From an optimization exercise on the open Yosys and OpenROAD flow, aimed at small area, a short achievable clock period and few clock cycles per item; shortcuts taken in it are not production practice.
Only simulation tests tie the RTL to the original design; equivalence was not proved.
Power figures rest on the tool's default switching activity, not on a simulated workload.

## the previous run
==> flow/design.v <==
`default_nettype none
package trit_dma_pkg;
    typedef logic [128-1:0] mword_t;
    typedef logic [28-1:0] maddr_t;
    typedef logic [32-1:0] sword_t;
    typedef logic [3-1:0] saddr_t;
    typedef logic [1:0] trit_t;
    typedef logic [2*27-1:0] trit_row_t;
    typedef logic [63:0] tick_t;
    typedef enum logic [1:0] {
        IDLE,
        LOAD,
        STORE,
        DONE
    } seq_state_t;
endpackage
`default_nettype wire
`timescale 1ns/1ps
`default_nettype none
module read_master (
    input  wire [28-4:0] i_base,
    input  wire                   i_carry,
    output logic [28-4:0] o_addr
);
    assign o_addr = i_base + (28-3)'(i_carry);
endmodule
`default_nettype wire
`timescale 1ns/1ps
`default_nettype none
module trit_dma_top (
    input  wire                       i_clk,
    input  wire                       i_arst,
    output logic                      o_finish_int,
    input  wire                       i_slave_write,
    input  wire                       i_slave_read,
    input  trit_dma_pkg::saddr_t      i_slave_address,
    input  trit_dma_pkg::sword_t      i_slave_writedata,
    input  wire [32/8-1:0]   i_slave_byteenable,
    output trit_dma_pkg::sword_t      o_slave_readdata,
    output logic                      o_slave_waitrequest,
    output logic                      o_slave_readdatavalid,
    output trit_dma_pkg::maddr_t      o_master_address,
    output logic                      o_master_read,
    output logic                      o_master_write,
    output trit_dma_pkg::mword_t      o_master_writedata,
    output logic [16-1:0]      o_master_byteenable,
    input  wire                       i_master_waitrequest,
    input  trit_dma_pkg::mword_t      i_master_readdata,
    input  wire                       i_master_readdatavalid
);
    localparam int DEPTH = 2;           
    localparam int PTR_W = (DEPTH > 1) ? $clog2(DEPTH) : 1;
    localparam int NB    = 16;
    localparam int LASTW = 6 - 1;
    trit_dma_pkg::sword_t src_reg;
    trit_dma_pkg::sword_t dst_reg;
    trit_dma_pkg::tick_t  tick_cnt;
    logic                 busy;
    logic                 finish;
    logic                 first;      
    logic                 start;
    assign o_slave_waitrequest   = 1'b0;
    assign o_slave_readdatavalid = i_slave_read;
    assign o_finish_int          = finish;
    assign start = i_slave_write && (i_slave_address == 3'd0) &&
                   i_slave_byteenable[0] && i_slave_writedata[1];
    always_ff @(posedge i_clk or posedge i_arst) begin
        if (i_arst) begin
            src_reg <= '0;
            dst_reg <= '0;
        end else if (i_slave_write) begin
            for (int i = 0; i < 32/8; i++) begin
                if (i_slave_byteenable[i]) begin
                    if (i_slave_address == 3'd1) src_reg[8*i +: 8] <= i_slave_writedata[8*i +: 8];
                    if (i_slave_address == 3'd2) dst_reg[8*i +: 8] <= i_slave_writedata[8*i +: 8];
                end
            end
        end
    end
    always_ff @(posedge i_clk or posedge i_arst) begin
        if (i_arst) begin
            tick_cnt <= '0;
        end else if (first) begin
            tick_cnt <= '0;
        end else if (busy) begin
            tick_cnt <= tick_cnt + 1'b1;
        end
    end
    always_comb begin
        case (i_slave_address)
            3'd0:      o_slave_readdata = {30'd0, busy, finish};
            3'd1:     o_slave_readdata = src_reg;
            3'd2:     o_slave_readdata = dst_reg;
            3'd3: o_slave_readdata = tick_cnt[31:0];
            3'd4: o_slave_readdata = tick_cnt[63:32];
            default:         o_slave_readdata = '0;
        endcase
    end
    logic [2:0]       rd_idx;     
    logic [2:0]       wr_idx;     
    logic [1:0]       avail;      
    logic [1:0]       cred;       
    logic             rd_q;
    logic             wr_q;
    logic             rd_acc;
    logic             wr_acc;
    logic             last_wr;
    logic [2:0]       rd_idx_n;
    logic [2:0]       wr_idx_n;
    logic [1:0]       avail_n;
    logic [1:0]       cred_n;
    logic             room_n;
    logic             rd_n;
    logic             wr_n;
    logic             byp;        
    logic             byp_ok;     
    logic             wr_cur;     
    logic             addr_wr;    
    logic [2:0]           addr_lo;    
    logic                 addr_cy;    
    logic [28-4:0] addr_hi_src;
    logic [28-4:0] addr_hi_dst;
    assign o_master_read       = rd_q;
    assign byp                 = byp_ok && i_master_readdatavalid;
    assign wr_cur              = wr_q || byp;
    assign o_master_write      = wr_cur;
    assign rd_acc              = rd_q && !i_master_waitrequest;
    assign wr_acc              = wr_cur && !i_master_waitrequest;
    assign last_wr             = wr_acc && (wr_idx == 3'(LASTW));
    assign o_master_byteenable = {16{1'b1}};
    assign addr_hi_src         = addr_wr ? dst_reg[28-1:3] : src_reg[28-1:3];
    read_master hi_i (.i_base(addr_hi_src), .i_carry(addr_cy), .o_addr(addr_hi_dst));
    assign o_master_address    = {addr_hi_dst, addr_lo};
    assign rd_idx_n = rd_idx + 3'(rd_acc);
    assign wr_idx_n = wr_idx + 3'(wr_acc);
    assign avail_n  = avail + 2'(i_master_readdatavalid) - 2'(wr_acc);
    assign cred_n   = cred - 2'(rd_acc) + 2'(wr_acc);
    assign room_n   = (rd_idx_n != 3'(LASTW + 1)) && (cred_n != 2'd0);
    assign rd_n     = (rd_q && i_master_waitrequest) ||
                      (!(wr_cur && i_master_waitrequest) && room_n);
    assign wr_n     = (wr_cur && i_master_waitrequest) ||
                      (!(rd_q && i_master_waitrequest) && !room_n && (avail_n != 2'd0));
    always_ff @(posedge i_clk) begin
        addr_wr <= !start && !rd_n;
        if (start) begin
            {addr_cy, addr_lo} <= {1'b0, src_reg[2:0]};
        end else if (!rd_n) begin
            {addr_cy, addr_lo} <= {1'b0, dst_reg[2:0]} + {1'b0, wr_idx_n};
        end else begin
            {addr_cy, addr_lo} <= {1'b0, src_reg[2:0]} + {1'b0, rd_idx_n};
        end
    end
    always_ff @(posedge i_clk or posedge i_arst) begin
        if (i_arst) begin
            busy   <= 1'b0;
            finish <= 1'b0;
            first  <= 1'b0;
            rd_q   <= 1'b0;
            wr_q   <= 1'b0;
            rd_idx <= '0;
            wr_idx <= '0;
            avail  <= '0;
            cred   <= '0;
            byp_ok <= 1'b0;
        end else begin
            first <= start;
            if (start) begin
                busy   <= 1'b1;
                finish <= 1'b0;
                rd_q   <= 1'b1;
                wr_q   <= 1'b0;
                rd_idx <= '0;
                wr_idx <= '0;
                avail  <= '0;
                cred   <= 2'(DEPTH);
                byp_ok <= 1'b0;
            end else begin
                rd_idx <= rd_idx_n;
                wr_idx <= wr_idx_n;
                avail  <= avail_n;
                cred   <= cred_n;
                byp_ok <= busy && !last_wr && !rd_n && !wr_n && (avail_n == 2'd0);
                if (last_wr) begin
                    busy   <= 1'b0;
                    finish <= 1'b1;
                    rd_q   <= 1'b0;
                    wr_q   <= 1'b0;
                end else if (busy) begin
                    rd_q <= rd_n;
                    wr_q <= wr_n;
                end
            end
        end
    end
    logic [2*NB-1:0]  buf_q [DEPTH];
    logic [DEPTH-1:0] rx_sel;     
    logic [DEPTH-1:0] wr_sel;     
    logic             tail_ok;    
    always_ff @(posedge i_clk or posedge i_arst) begin
        if (i_arst) begin
            rx_sel  <= DEPTH'(1);
            wr_sel  <= DEPTH'(1);
            tail_ok <= 1'b1;
        end else if (start) begin
            rx_sel  <= DEPTH'(1);
            wr_sel  <= DEPTH'(1);
            tail_ok <= 1'b1;
        end else begin
            if (i_master_readdatavalid) rx_sel <= {rx_sel[DEPTH-2:0], rx_sel[DEPTH-1]};
            if (wr_acc) begin
                wr_sel  <= {wr_sel[DEPTH-2:0], wr_sel[DEPTH-1]};
                tail_ok <= (wr_idx != 3'(LASTW - 1));
            end
        end
    end
    always_ff @(posedge i_clk) begin
        for (int e = 0; e < DEPTH; e++) begin
            if (i_master_readdatavalid && rx_sel[e]) begin
                for (int j = 0; j < NB; j++) buf_q[e][2*j +: 2] <= i_master_readdata[8*j +: 2];
            end
        end
    end
    always_comb begin
        logic [1:0] t;
        for (int j = 0; j < NB; j++) begin
            t = '0;
            for (int e = 0; e < DEPTH; e++) begin
                if (wr_sel[e] && (j == 0 || e != (LASTW % DEPTH) || tail_ok)) t = t | buf_q[e][2*j +: 2];
            end
            if (byp_ok) t = (j == 0 || tail_ok) ? i_master_readdata[8*j +: 2] : 2'b00;
            o_master_writedata[8*j +: 8] = {{6{t[1]}}, t};
        end
    end
endmodule
`default_nettype wire
==> flow/config.mk <==
export PLATFORM = sky130hd
export DESIGN_NAME = trit_dma_top
export DESIGN_NICKNAME = trit_dma_top
export VERILOG_FILES = /design/flow/design.v
export SDC_FILE = /design/flow/constraint.sdc
export NUM_CORES = 4
export LEC_CHECK = 0
export CAP_MARGIN = 20
export CORE_MARGIN = 2
export CORE_UTILIZATION = 65
export CTS_CLUSTER_DIAMETER = 100
export CTS_CLUSTER_SIZE = 25
export SETUP_SLACK_MARGIN = 1.85
export SLEW_MARGIN = 20
export SYNTH_HIERARCHICAL = 1
export TNS_END_PERCENT = 0
==> flow/constraint.sdc <==
create_clock -name core_clock -period 5.0 [get_ports {i_clk}]
set_input_delay 1.0000 -clock core_clock [delete_from_list [all_inputs] [get_ports {i_clk}]]
set_output_delay 1.0000 -clock core_clock [all_outputs]
set_load 0.01 [all_outputs]
standard.sh (not shown) runs the stock make flow with config.mk's settings and CLKGATE_MAP_FILE= SYNTH_SCRIPT=/design/flow/synth_recipe.tcl, a recipe that flattens the netlist after the stock synthesis.
==> flow/flow/run.sh <==
#!/bin/bash
set -euo pipefail
cd "$(dirname "$0")/.."
bash standard.sh BUFFER_PORTS_ARGS="-buffer_cell sky130_fd_sc_hd__buf_1" finish > standard_flow.log 2>&1
The previous run went all the way through the flow, and no timing, DRC or antenna check failed.
Testbench counts of the previous run, summed over its fixed seeds: cycles 5,659, transfers 320.
Input changes introduced in the current run (baseline for comparison: the previous run):
Settings: SETUP_SLACK_MARGIN: 1.85 -> 2.0; CORE_UTILIZATION: 65 -> 80.
### Flow results
Final worst-path cycle share on the current run is up relative to the previous run.
Total design power | the current run above the previous run
For the fraction of cell area in non-clock buffers, the current run came in 0.90 points higher than the previous run did.
Sort the current run and the previous run by share of total power in combinational logic, ascending, and the previous run comes first.
The met3 track demand over resource in global routing in the current run was higher than what the previous run gave.

[afterwards: timing with drivers on the ports]
Ports are ideal in the flow. The routed layouts listed here were re-timed in OpenROAD.
Step 1 (the two cells are an assumption about what drives the block):
set clk [get_ports {i_clk}]
set_driving_cell -lib_cell sky130_fd_sc_hd__clkbuf_16 $clk
set_driving_cell -lib_cell sky130_fd_sc_hd__buf_2 [delete_from_list [all_inputs] $clk]
Step 2 adds t to the input delays and takes it off the output delays; t is the mean of the earliest and latest rising clock arrival at the registers after step 1. Input paths then give back, and output paths get back, about the clock's delay inside the block.
Slacks: no drivers / after step 1 / after step 2; pairs: no drivers / after step 1.
| run | t, ns | slack for setup (ns) | hold slack, ns | slew at the worst register clock pin (ns) |
|---|---|---|---|---|
| the previous run | 0.512 | 1.669 / 1.624 / 1.382 | 0.519 / 0.519 / 0.519 | 0.10 / 0.10 |
| the current run | 0.522 | 1.298 / 1.252 / 1.116 | 0.525 / 0.525 / 0.525 | 0.11 / 0.11 |
After both steps every run listed still meets setup and hold. For the previous run, which loses most, drivers alone change the setup slack by -0.045 ns; drivers and shift together by -0.287 ns.
